This is an optimization exercise on Yosys and OpenROAD, whose aim is small area, a short achievable clock period and few clock cycles per item, not a production implementation.
Where RTL was checked, it was by simulation tests only, not by an equivalence proof against the original.

==> cedar: inputs <==
// sparse_dot_top
module sparse_dot_top #(
    parameter int MAX_ROWS = sparse_pkg::MAX_DIM,
    parameter int MAX_COLS = sparse_pkg::MAX_DIM
) (
    input  logic                                  clk,
    input  logic                                  rst,
    input  logic                                  load_en,
    input  sparse_pkg::bank_e                     load_bank,
    input  logic [sparse_pkg::INDEX_W-1:0]        load_index,
    input  sparse_pkg::word_t                     load_data,
    input  logic                                  start,
    input  logic [sparse_pkg::DIM_W-1:0]          num_rows,
    input  logic [sparse_pkg::DIM_W-1:0]          num_cols,
    input  logic [sparse_pkg::LANES*MAX_ROWS-1:0] bitmap_a,
    input  logic [sparse_pkg::LANES*MAX_COLS-1:0] bitmap_b,
    output logic                                  busy,
    output logic                                  done,
    output logic                                  result_valid,
    output logic [sparse_pkg::DIM_W-1:0]          result_row,
    output logic [sparse_pkg::DIM_W-1:0]          result_col,
    output sparse_pkg::acc_t                      result_value
);
Settings: LEC_CHECK=0, ABC_AREA=1, CAP_MARGIN=20, CORE_MARGIN=2, CORE_UTILIZATION=60, CTS_CLUSTER_DIAMETER=80, CTS_CLUSTER_SIZE=30, SLEW_MARGIN=20; clock period 10.0 ns.
standard.sh (not shown) runs the stock make flow with config.mk's settings and CLKGATE_MAP_FILE= SYNTH_SCRIPT=/design/flow/synth_recipe.tcl, a recipe that flattens the netlist after the stock synthesis.
==> flow/flow/run.sh <==
#!/bin/bash
# The standard layout, with timing repair aiming below the design's clock
# period (the SDC is unchanged; only the repair margin is raised). Extra make
# variables, one per line, come from flow/args.txt.
set -euo pipefail
mapfile -t ARGS < flow/args.txt
bash standard.sh "${ARGS[@]}" finish > standard_finish.log 2>&1
==> flow/flow/args.txt <==
SETUP_SLACK_MARGIN=6.6
BUFFER_PORTS_ARGS=-buffer_cell sky130_fd_sc_hd__buf_2
==> raven: changes against cedar <==
- ABC_AREA: 1 -> unset
- ABC_CLOCK_PERIOD_IN_PS: unset -> 3000
==> maple: changes against cedar <==
- ABC_AREA: 1 -> unset
- ABC_CLOCK_PERIOD_IN_PS: unset -> 3000
- CORE_UTILIZATION: 60 -> 55
==> summary.txt <==
most numerous cell in the Yosys netlist - nand2_1
mean number of vias per cell - 5.63
vias in the first global route - 28,300
r2r endpoint - cs_p0_c[18]
status - complete, no violations
fraction of area in multi-input gates - 39.1%
Setup Skew - 0.0440 ns
die span in x - 268 um
Unique masters post-synth - 48
# the run above: cedar

==> summary.txt <==
area growth from synthesis to layout - 11.5%
die span in x - 272 um
vias in the first global route - 25,900
r2r endpoint - result_value[29]
status - complete, no violations
DR top layer - met4
fraction of area in multi-input gates - 37.2%
Setup Skew - 0.0434 ns
CP peak stage delay - 0.61 ns
mean number of vias per cell - 6.44
Unique masters post-synth - 72
most numerous cell in the Yosys netlist - edfxtp_1
# the run above: maple

==> summary.txt <==
Residual DRC - 0
Seq/total area - 50.3%
vias in the first global route - 25,200
DP Area - 40,900 um^2
Setup Skew - 0.0319 ns
Non-CTS buffers - 193
status - complete, no violations
core area - 65,500 um^2
Unique masters post-synth - 72
tapcells inserted - 864
die span in x - 261 um
Place WS - 5.45 ns
fraction of area in multi-input gates - 37.8%
r2r endpoint - result_value[29]
# the run above: raven

No run of this note included a check of the RTL's function; only the layout flow was run.


==> inputs of build 73 <==
sparse_dot_top, a different RTL version from the one above (not shown whole).
Design sparse_dot_top, start of the top module:
module sparse_dot_top #(
    parameter int MAX_ROWS = sparse_pkg::MAX_DIM,
    parameter int MAX_COLS = sparse_pkg::MAX_DIM
) (
    input  logic                                  clk,
    input  logic                                  rst,
    input  logic                                  load_en,
    input  sparse_pkg::bank_e                     load_bank,
    input  logic [sparse_pkg::INDEX_W-1:0]        load_index,
    input  sparse_pkg::word_t                     load_data,
    input  logic                                  start,
    input  logic [sparse_pkg::DIM_W-1:0]          num_rows,
    input  logic [sparse_pkg::DIM_W-1:0]          num_cols,
    input  logic [sparse_pkg::LANES*MAX_ROWS-1:0] bitmap_a,
    input  logic [sparse_pkg::LANES*MAX_COLS-1:0] bitmap_b,
    output logic                                  busy,
    output logic                                  done,
    output logic                                  result_valid,
    output logic [sparse_pkg::DIM_W-1:0]          result_row,
    output logic [sparse_pkg::DIM_W-1:0]          result_col,
    output sparse_pkg::acc_t                      result_value
);
export LEC_CHECK = 0
export ABC_CLOCK_PERIOD_IN_PS = 3000
export CAP_MARGIN = 5
export CORE_MARGIN = 2
export CORE_UTILIZATION = 60
export CTS_CLUSTER_DIAMETER = 80
export CTS_CLUSTER_SIZE = 30
export SLEW_MARGIN = 5
create_clock -name core_clock -period 10.0 [get_ports {clk}]
==> flow/flow/args.txt <==
SETUP_SLACK_MARGIN=6.7
BUFFER_PORTS_ARGS=-buffer_cell sky130_fd_sc_hd__buf_2
Scripts as last shown in full above: flow/flow/run.sh
==> build 47: changes against build 73 <==
==> flow/flow/args.txt (replaced) <==
SETUP_SLACK_MARGIN=6.5
BUFFER_PORTS_ARGS=-buffer_cell sky130_fd_sc_hd__buf_2
==> flow/config.mk (replaced) <==
export PLATFORM = sky130hd
export DESIGN_NAME = sparse_dot_top
export DESIGN_NICKNAME = sparse_dot_top
export VERILOG_FILES = /design/flow/design.v
export SDC_FILE = /design/flow/constraint.sdc
export NUM_CORES = 4
export LEC_CHECK = 0
export ABC_CLOCK_PERIOD_IN_PS = 3000
export CAP_MARGIN = 20
export CORE_MARGIN = 2
export CORE_UTILIZATION = 60
export CTS_CLUSTER_DIAMETER = 80
export CTS_CLUSTER_SIZE = 30
export SLEW_MARGIN = 20
==> build 72: changes against build 73 <==
--- a/flow/design.v
+++ b/flow/design.v
@@ -35,16 +35,18 @@
 module pair_walker (
     input  logic        clk,
     input  logic        rst,
     input  logic        start,
     input  logic [3:0]  num_rows,
     input  logic [3:0]  num_cols,
     input  logic [15:0] bitmap_a,
     input  logic [15:0] bitmap_b,
+    input  logic [15:0] bma_r,       
+    input  logic [15:0] bmb_r,
     output logic        issue,       
     output logic        issue_last,  
     output logic [1:0]  pair_mask,   
     output logic [2:0]  row,
     output logic [2:0]  col,
     output logic [2:0]  ka0,
     output logic [2:0]  ka1,
     output logic [2:0]  kb0,
@@ -56,18 +58,18 @@
     logic       last_row;
     logic [1:0] a_bits;
     logic [1:0] b_bits;
     assign empty    = (num_rows == 4'd0) || (num_cols == 4'd0);
     assign issue    = run || (start && !empty);
     assign last_col = ({1'b0, col} == num_cols - 4'd1);
     assign last_row = ({1'b0, row} == num_rows - 4'd1);
     assign issue_last = last_col && last_row;
-    assign a_bits = bitmap_a[{row, 1'b0} +: 2];
-    assign b_bits = bitmap_b[{col, 1'b0} +: 2];
+    assign a_bits = run ? bma_r[{row, 1'b0} +: 2] : bitmap_a[1:0];
+    assign b_bits = run ? bmb_r[{col, 1'b0} +: 2] : bitmap_b[1:0];
     assign pair_mask = a_bits & b_bits;
     always_ff @(posedge clk or negedge rst) begin
         if (!rst) begin
             run <= 1'b0;
             row <= '0;
             col <= '0;
             ka0 <= '0;
             ka1 <= '0;
@@ -1077,16 +1079,22 @@
     input  logic [sparse_pkg::LANES*MAX_COLS-1:0] bitmap_b,
     output logic                                  busy,
     output logic                                  done,
     output logic                                  result_valid,
     output logic [sparse_pkg::DIM_W-1:0]          result_row,
     output logic [sparse_pkg::DIM_W-1:0]          result_col,
     output sparse_pkg::acc_t                      result_value
 );
+    logic [15:0] bma_r;
+    logic [15:0] bmb_r;
+    always_ff @(posedge clk) begin
+        bma_r <= bitmap_a;
+        bmb_r <= bitmap_b;
+    end
     logic              issue;
     logic              issue_last;
     logic [1:0]        pair_mask;
     logic [2:0]        row;
     logic [2:0]        col;
     logic [2:0]        ka0;
     logic [2:0]        ka1;
     logic [2:0]        kb0;
@@ -1098,16 +1106,18 @@
     pair_walker i_pair_walker (
         .clk        (clk),
         .rst        (rst),
         .start      (start),
         .num_rows   (num_rows),
         .num_cols   (num_cols),
         .bitmap_a   (bitmap_a),
         .bitmap_b   (bitmap_b),
+        .bma_r      (bma_r),
+        .bmb_r      (bmb_r),
         .issue      (issue),
         .issue_last (issue_last),
         .pair_mask  (pair_mask),
         .row        (row),
         .col        (col),
         .ka0        (ka0),
         .ka1        (ka1),
         .kb0        (kb0),
==> flow/flow/run.sh (replaced) <==
#!/bin/bash
# The standard layout, with timing repair aiming well below the design's
# clock period (the SDC is unchanged; only the repair margin is raised).
set -euo pipefail
MARGIN=$(cat flow/margin.txt)
bash standard.sh SETUP_SLACK_MARGIN=$MARGIN finish > standard_finish.log 2>&1
==> flow/flow/margin.txt (new file) <==
6.4
==> flow/config.mk (replaced) <==
export PLATFORM = sky130hd
export DESIGN_NAME = sparse_dot_top
export DESIGN_NICKNAME = sparse_dot_top
export VERILOG_FILES = /design/flow/design.v
export SDC_FILE = /design/flow/constraint.sdc
export NUM_CORES = 4
export LEC_CHECK = 0
export ABC_CLOCK_PERIOD_IN_PS = 3000
export CAP_MARGIN = 20
export CORE_MARGIN = 2
export CORE_UTILIZATION = 50
export SLEW_MARGIN = 20
removed: flow/flow/args.txt
==> trial 29: changes against build 73 <==
==> flow/config.mk (replaced) <==
export PLATFORM = sky130hd
export DESIGN_NAME = sparse_dot_top
export DESIGN_NICKNAME = sparse_dot_top
export VERILOG_FILES = /design/flow/design.v
export SDC_FILE = /design/flow/constraint.sdc
export NUM_CORES = 4
export LEC_CHECK = 0
export ABC_CLOCK_PERIOD_IN_PS = 3000
export CAP_MARGIN = 20
export CORE_MARGIN = 2
export CORE_UTILIZATION = 60
export CTS_CLUSTER_DIAMETER = 80
export CTS_CLUSTER_SIZE = 30
export SLEW_MARGIN = 20
==> summary of the runs <==
- Wire length, lowest first: trial 29, build 73, build 47, build 72.
- Against build 47, the global-route usage of build 72 is lower by 4.0 points.
- Die area is the same in build 73 and trial 29.
- Core utilization, highest first: build 73, trial 29, build 47, build 72.
- The highest cell count belongs to build 72, the lowest to build 47.
- Of build 47 and build 72, build 72 has the higher synthesized cell count (gap about 0.65%, measured against build 72).
- Register-to-register slack: trial 29 > build 73 > build 47 > build 72.
Testbench counts of build 73, summed over its fixed seeds: cycles 10,520, items 9,944.
Testbench counts of build 47, summed over its fixed seeds: cycles 10,520, items 9,944.
Testbench counts of build 72, summed over its fixed seeds: cycles 10,520, items 9,944.
Testbench counts of trial 29, summed over its fixed seeds: cycles 10,520, items 9,944.


==> violet <==
sparse_dot_top, a different RTL version from the one above (not shown whole).
==> flow/design.v (excerpt) <==
module sparse_dot_top #(
    parameter int MAX_ROWS = sparse_pkg::MAX_DIM,
    parameter int MAX_COLS = sparse_pkg::MAX_DIM
) (
    input  logic                                  clk,
    input  logic                                  rst,
    input  logic                                  load_en,
    input  sparse_pkg::bank_e                     load_bank,
    input  logic [sparse_pkg::INDEX_W-1:0]        load_index,
    input  sparse_pkg::word_t                     load_data,
    input  logic                                  start,
    input  logic [sparse_pkg::DIM_W-1:0]          num_rows,
    input  logic [sparse_pkg::DIM_W-1:0]          num_cols,
    input  logic [sparse_pkg::LANES*MAX_ROWS-1:0] bitmap_a,
    input  logic [sparse_pkg::LANES*MAX_COLS-1:0] bitmap_b,
    output logic                                  busy,
    output logic                                  done,
    output logic                                  result_valid,
    output logic [sparse_pkg::DIM_W-1:0]          result_row,
    output logic [sparse_pkg::DIM_W-1:0]          result_col,
    output sparse_pkg::acc_t                      result_value
);
Settings: LEC_CHECK=0, ABC_CLOCK_PERIOD_IN_PS=3000, CAP_MARGIN=20, CORE_MARGIN=2, CORE_UTILIZATION=60, CTS_CLUSTER_DIAMETER=80, CTS_CLUSTER_SIZE=30, SLEW_MARGIN=20; clock period 10.0 ns.
==> flow/flow/run.sh <==
#!/bin/bash
# The standard layout, with timing repair aiming below the design's clock
# period (the SDC is unchanged; only the repair margin is raised). Extra make
# variables, one per line, come from flow/args.txt.
set -euo pipefail
mapfile -t ARGS < flow/args.txt
bash standard.sh "${ARGS[@]}" finish > standard_finish.log 2>&1
==> flow/flow/args.txt <==
SETUP_SLACK_MARGIN=6.8
BUFFER_PORTS_ARGS=-buffer_cell sky130_fd_sc_hd__buf_2
==> amber (differences from violet) <==
--- a/flow/design.v
+++ b/flow/design.v
@@ -33,17 +33,18 @@
 `timescale 1ns/100ps
 `default_nettype none
 module pair_walker (
     input  logic        clk,
     input  logic        rst,
     input  logic        start,
-    input  logic        write_pending,   
     input  logic [3:0]  num_rows,
     input  logic [3:0]  num_cols,
     input  logic [15:0] bitmap_a,
     input  logic [15:0] bitmap_b,
+    input  logic [15:0] bma_r,       
+    input  logic [15:0] bmb_r,
     output logic        issue,       
     output logic        issue_last,  
     output logic [1:0]  pair_mask,   
     output logic [2:0]  row,
     output logic [2:0]  col,
     output logic [2:0]  ka0,
@@ -55,18 +56,18 @@
     logic       empty;
     logic       last_col;
     logic       last_row;
     logic [1:0] a_bits;
     logic [1:0] b_bits;
     assign empty    = (num_rows == 4'd0) || (num_cols == 4'd0);
-    assign issue    = run || (start && !empty && !write_pending);
+    assign issue    = run || (start && !empty);
     assign last_col = ({1'b0, col} == num_cols - 4'd1);
     assign last_row = ({1'b0, row} == num_rows - 4'd1);
     assign issue_last = last_col && last_row;
-    assign a_bits = bitmap_a[{row, 1'b0} +: 2];
-    assign b_bits = bitmap_b[{col, 1'b0} +: 2];
+    assign a_bits = run ? bma_r[{row, 1'b0} +: 2] : bitmap_a[1:0];
+    assign b_bits = run ? bmb_r[{col, 1'b0} +: 2] : bitmap_b[1:0];
     assign pair_mask = a_bits & b_bits;
     always_ff @(posedge clk or negedge rst) begin
         if (!rst) begin
             run <= 1'b0;
             row <= '0;
             col <= '0;
@@ -93,14 +94,12 @@
             end else begin
                 run <= 1'b1;
                 col <= col + 3'd1;
                 kb0 <= kb0 + {2'b0, b_bits[0]};
                 kb1 <= kb1 + {2'b0, b_bits[1]};
             end
-        end else if (start && !empty) begin
-            run <= 1'b1;   
         end
     end
 endmodule
 `default_nettype wire
 `timescale 1ns/100ps
 `default_nettype none
@@ -171,32 +170,20 @@
     input  logic [2:0]                     a1_idx,
     input  logic [2:0]                     b0_idx,
     input  logic [2:0]                     b1_idx,
     output sparse_pkg::word_t              a0_val,
     output sparse_pkg::word_t              a1_val,
     output sparse_pkg::word_t              b0_val,
-    output sparse_pkg::word_t              b1_val,
-    output logic                           write_pending   
+    output sparse_pkg::word_t              b1_val
 );
     sparse_pkg::word_t mem [4][8];
-    logic                   w_en;
-    logic [1:0]             w_bank;
-    logic [2:0]             w_index;
-    sparse_pkg::word_t      w_data;
-    always_ff @(posedge clk) begin
-        w_en    <= load_en && (load_index[5:3] == 3'd0);
-        w_bank  <= load_bank;
-        w_index <= load_index[2:0];
-        w_data  <= load_data;
-    end
-    assign write_pending = w_en;
     always_ff @(posedge clk) begin
         for (int b = 0; b < 4; b++) begin
             for (int i = 0; i < 8; i++) begin
-                if (w_en && w_bank == b && w_index == i) begin
-                    mem[b][i] <= w_data;
+                if (load_en && load_bank == b && load_index == i) begin
+                    mem[b][i] <= load_data;
                 end
             end
         end
     end
     assign a0_val = mem[0][a0_idx];
     assign a1_val = mem[1][a1_idx];
@@ -1094,35 +1081,41 @@
     output logic                                  done,
     output logic                                  result_valid,
     output logic [sparse_pkg::DIM_W-1:0]          result_row,
     output logic [sparse_pkg::DIM_W-1:0]          result_col,
     output sparse_pkg::acc_t                      result_value
 );
+    logic [15:0] bma_r;
+    logic [15:0] bmb_r;
+    always_ff @(posedge clk) begin
+        bma_r <= bitmap_a;
+        bmb_r <= bitmap_b;
+    end
     logic              issue;
     logic              issue_last;
     logic [1:0]        pair_mask;
     logic [2:0]        row;
     logic [2:0]        col;
     logic [2:0]        ka0;
     logic [2:0]        ka1;
     logic [2:0]        kb0;
     logic [2:0]        kb1;
-    logic              write_pending;
     sparse_pkg::word_t a0_val;
     sparse_pkg::word_t a1_val;
     sparse_pkg::word_t b0_val;
     sparse_pkg::word_t b1_val;
     pair_walker i_pair_walker (
         .clk        (clk),
         .rst        (rst),
         .start      (start),
-        .write_pending (write_pending),
         .num_rows   (num_rows),
         .num_cols   (num_cols),
         .bitmap_a   (bitmap_a),
         .bitmap_b   (bitmap_b),
+        .bma_r      (bma_r),
+        .bmb_r      (bmb_r),
         .issue      (issue),
         .issue_last (issue_last),
         .pair_mask  (pair_mask),
         .row        (row),
         .col        (col),
         .ka0        (ka0),
@@ -1140,14 +1133,13 @@
         .a1_idx     (ka1),
         .b0_idx     (kb0),
         .b1_idx     (kb1),
         .a0_val     (a0_val),
         .a1_val     (a1_val),
         .b0_val     (b0_val),
-        .b1_val     (b1_val),
-        .write_pending (write_pending)
+        .b1_val     (b1_val)
     );
     logic              op_valid;
     logic              op_last;
     logic [2:0]        op_row;
     logic [2:0]        op_col;
     sparse_pkg::word_t op_a0;
==> flow/flow/run.sh (replaced) <==
#!/bin/bash
# The standard layout, with timing repair aiming well below the design's
# clock period (the SDC is unchanged; only the repair margin is raised).
set -euo pipefail
MARGIN=$(cat flow/margin.txt)
bash standard.sh SETUP_SLACK_MARGIN=$MARGIN finish > standard_finish.log 2>&1
==> flow/flow/margin.txt (new file) <==
6.7
CORE_UTILIZATION = 50   (was 60)
CTS_CLUSTER_DIAMETER = unset   (was 80)
CTS_CLUSTER_SIZE = unset   (was 30)
removed: flow/flow/args.txt
==> ember (differences from violet) <==
--- a/flow/design.v
+++ b/flow/design.v
@@ -33,13 +33,12 @@
 `timescale 1ns/100ps
 `default_nettype none
 module pair_walker (
     input  logic        clk,
     input  logic        rst,
     input  logic        start,
-    input  logic        write_pending,   
     input  logic [3:0]  num_rows,
     input  logic [3:0]  num_cols,
     input  logic [15:0] bitmap_a,
     input  logic [15:0] bitmap_b,
     output logic        issue,       
     output logic        issue_last,  
@@ -55,13 +54,13 @@
     logic       empty;
     logic       last_col;
     logic       last_row;
     logic [1:0] a_bits;
     logic [1:0] b_bits;
     assign empty    = (num_rows == 4'd0) || (num_cols == 4'd0);
-    assign issue    = run || (start && !empty && !write_pending);
+    assign issue    = run || (start && !empty);
     assign last_col = ({1'b0, col} == num_cols - 4'd1);
     assign last_row = ({1'b0, row} == num_rows - 4'd1);
     assign issue_last = last_col && last_row;
     assign a_bits = bitmap_a[{row, 1'b0} +: 2];
     assign b_bits = bitmap_b[{col, 1'b0} +: 2];
     assign pair_mask = a_bits & b_bits;
@@ -93,14 +92,12 @@
             end else begin
                 run <= 1'b1;
                 col <= col + 3'd1;
                 kb0 <= kb0 + {2'b0, b_bits[0]};
                 kb1 <= kb1 + {2'b0, b_bits[1]};
             end
-        end else if (start && !empty) begin
-            run <= 1'b1;   
         end
     end
 endmodule
 `default_nettype wire
 `timescale 1ns/100ps
 `default_nettype none
@@ -171,32 +168,20 @@
     input  logic [2:0]                     a1_idx,
     input  logic [2:0]                     b0_idx,
     input  logic [2:0]                     b1_idx,
     output sparse_pkg::word_t              a0_val,
     output sparse_pkg::word_t              a1_val,
     output sparse_pkg::word_t              b0_val,
-    output sparse_pkg::word_t              b1_val,
-    output logic                           write_pending   
+    output sparse_pkg::word_t              b1_val
 );
     sparse_pkg::word_t mem [4][8];
-    logic                   w_en;
-    logic [1:0]             w_bank;
-    logic [2:0]             w_index;
-    sparse_pkg::word_t      w_data;
-    always_ff @(posedge clk) begin
-        w_en    <= load_en && (load_index[5:3] == 3'd0);
-        w_bank  <= load_bank;
-        w_index <= load_index[2:0];
-        w_data  <= load_data;
-    end
-    assign write_pending = w_en;
     always_ff @(posedge clk) begin
         for (int b = 0; b < 4; b++) begin
             for (int i = 0; i < 8; i++) begin
-                if (w_en && w_bank == b && w_index == i) begin
-                    mem[b][i] <= w_data;
+                if (load_en && load_bank == b && load_index == i) begin
+                    mem[b][i] <= load_data;
                 end
             end
         end
     end
     assign a0_val = mem[0][a0_idx];
     assign a1_val = mem[1][a1_idx];
@@ -1103,22 +1088,20 @@
     logic [2:0]        row;
     logic [2:0]        col;
     logic [2:0]        ka0;
     logic [2:0]        ka1;
     logic [2:0]        kb0;
     logic [2:0]        kb1;
-    logic              write_pending;
     sparse_pkg::word_t a0_val;
     sparse_pkg::word_t a1_val;
     sparse_pkg::word_t b0_val;
     sparse_pkg::word_t b1_val;
     pair_walker i_pair_walker (
         .clk        (clk),
         .rst        (rst),
         .start      (start),
-        .write_pending (write_pending),
         .num_rows   (num_rows),
         .num_cols   (num_cols),
         .bitmap_a   (bitmap_a),
         .bitmap_b   (bitmap_b),
         .issue      (issue),
         .issue_last (issue_last),
@@ -1140,14 +1123,13 @@
         .a1_idx     (ka1),
         .b0_idx     (kb0),
         .b1_idx     (kb1),
         .a0_val     (a0_val),
         .a1_val     (a1_val),
         .b0_val     (b0_val),
-        .b1_val     (b1_val),
-        .write_pending (write_pending)
+        .b1_val     (b1_val)
     );
     logic              op_valid;
     logic              op_last;
     logic [2:0]        op_row;
     logic [2:0]        op_col;
     sparse_pkg::word_t op_a0;
==> flow/flow/args.txt (replaced) <==
SETUP_SLACK_MARGIN=6.6
CTS_CLUSTER_DIAMETER = unset   (was 80)
CTS_CLUSTER_SIZE = unset   (was 30)
==> comparison table <==
metric                                                                        violet                    amber                    ember
Fraction of layout instances using a drive strength above 1                    17.1%                    16.0%                    14.2%
Detail-routed via count per cell                                                5.99                     5.77                     6.17
M1 WL                                                                        41.4 mm                  45.1 mm                  42.3 mm
Crit path max fanout                                                               4                        4                        6
Topmost layer with routed signal wires                                          met4                     met5                     met5
Initial detailed-routing violation count                                        2307                     2410                     2587
Netlist area before placement                                              41600 µm²                41600 µm²                41100 µm²
Required time of the worst setup path                                       10490 ps                 10520 ps                 10530 ps
Routing usage on met2                                                          52.1%                    42.2%                    51.2%
Period utilisation layout                                                      33.9%                    34.8%                    33.5%
Diode insertion count for antenna repair                                           1                        1                        3
Result of the run                                            complete, no violations  complete, no violations  complete, no violations
Proportion of final cell area spent on non-clock buffers                       2.96%                    4.86%                    4.35%
Synthesized netlist cell count                                                  3205                     3246                     3225
First-pass iteration count of the detailed router                                  5                        6                        6
Testbench counts of amber, summed over its fixed seeds: cycles 10,520, items 9,944.
Testbench counts of ember, summed over its fixed seeds: cycles 10,520, items 9,944.
No functional check of the RTL was part of violet.

-- re-timing with driven ports --
In the flow no input, the clock included, has a driving cell. The finished layouts below were timed again as built, in two steps. Step 1 (the two cells are an assumption about what drives the block):
set clk [get_ports {clk}]
set_driving_cell -lib_cell sky130_fd_sc_hd__clkbuf_16 $clk
set_driving_cell -lib_cell sky130_fd_sc_hd__buf_2 [delete_from_list [all_inputs] $clk]
Step 2 times the ports against the registers' clock, not the clock port: input delays grow and output delays shrink by t, the midpoint of the rising clock arrivals with the driver on. Slacks: no drivers / after step 1 / after step 2; pairs: no drivers / after step 1.
run | t (ns) | setup WS [ns] | latest minus earliest clock arrival (ns) | slew at the worst register clock pin (ns) | pins driven straight from the clock port
cedar | 0.680 | 6.630 / 6.630 / 6.061 | 0.049 / 0.049 | 0.11 / 0.11 | 1
raven | 0.665 | 6.579 / 6.579 / 6.019 | 0.042 / 0.042 | 0.11 / 0.11 | 1
maple | 0.676 | 6.537 / 6.537 / 6.003 | 0.048 / 0.049 | 0.11 / 0.11 | 1
build 73 | 0.671 | 6.646 / 6.646 / 6.111 | 0.047 / 0.047 | 0.11 / 0.11 | 1
build 47 | 0.674 | 6.396 / 6.438 / 5.764 | 0.064 / 0.064 | 0.12 / 0.12 | 1
build 72 | 0.706 | 6.426 / 6.411 / 5.761 | 0.058 / 0.057 | 0.07 / 0.07 | 1
trial 29 | 0.661 | 6.685 / 6.685 / 6.108 | 0.053 / 0.054 | 0.11 / 0.11 | 1
violet | 0.682 | 6.607 / 6.607 / 6.262 | 0.051 / 0.051 | 0.11 / 0.11 | 1
amber | 0.703 | 6.516 / 6.516 / 6.022 | 0.042 / 0.042 | 0.06 / 0.06 | 1
ember | 0.710 | 6.655 / 6.636 / 5.986 | 0.060 / 0.060 | 0.07 / 0.07 | 1
After both steps setup and hold are still met in every run listed. For ember, which loses most, drivers alone change the setup slack by -0.019 ns; drivers and shift together by -0.669 ns.
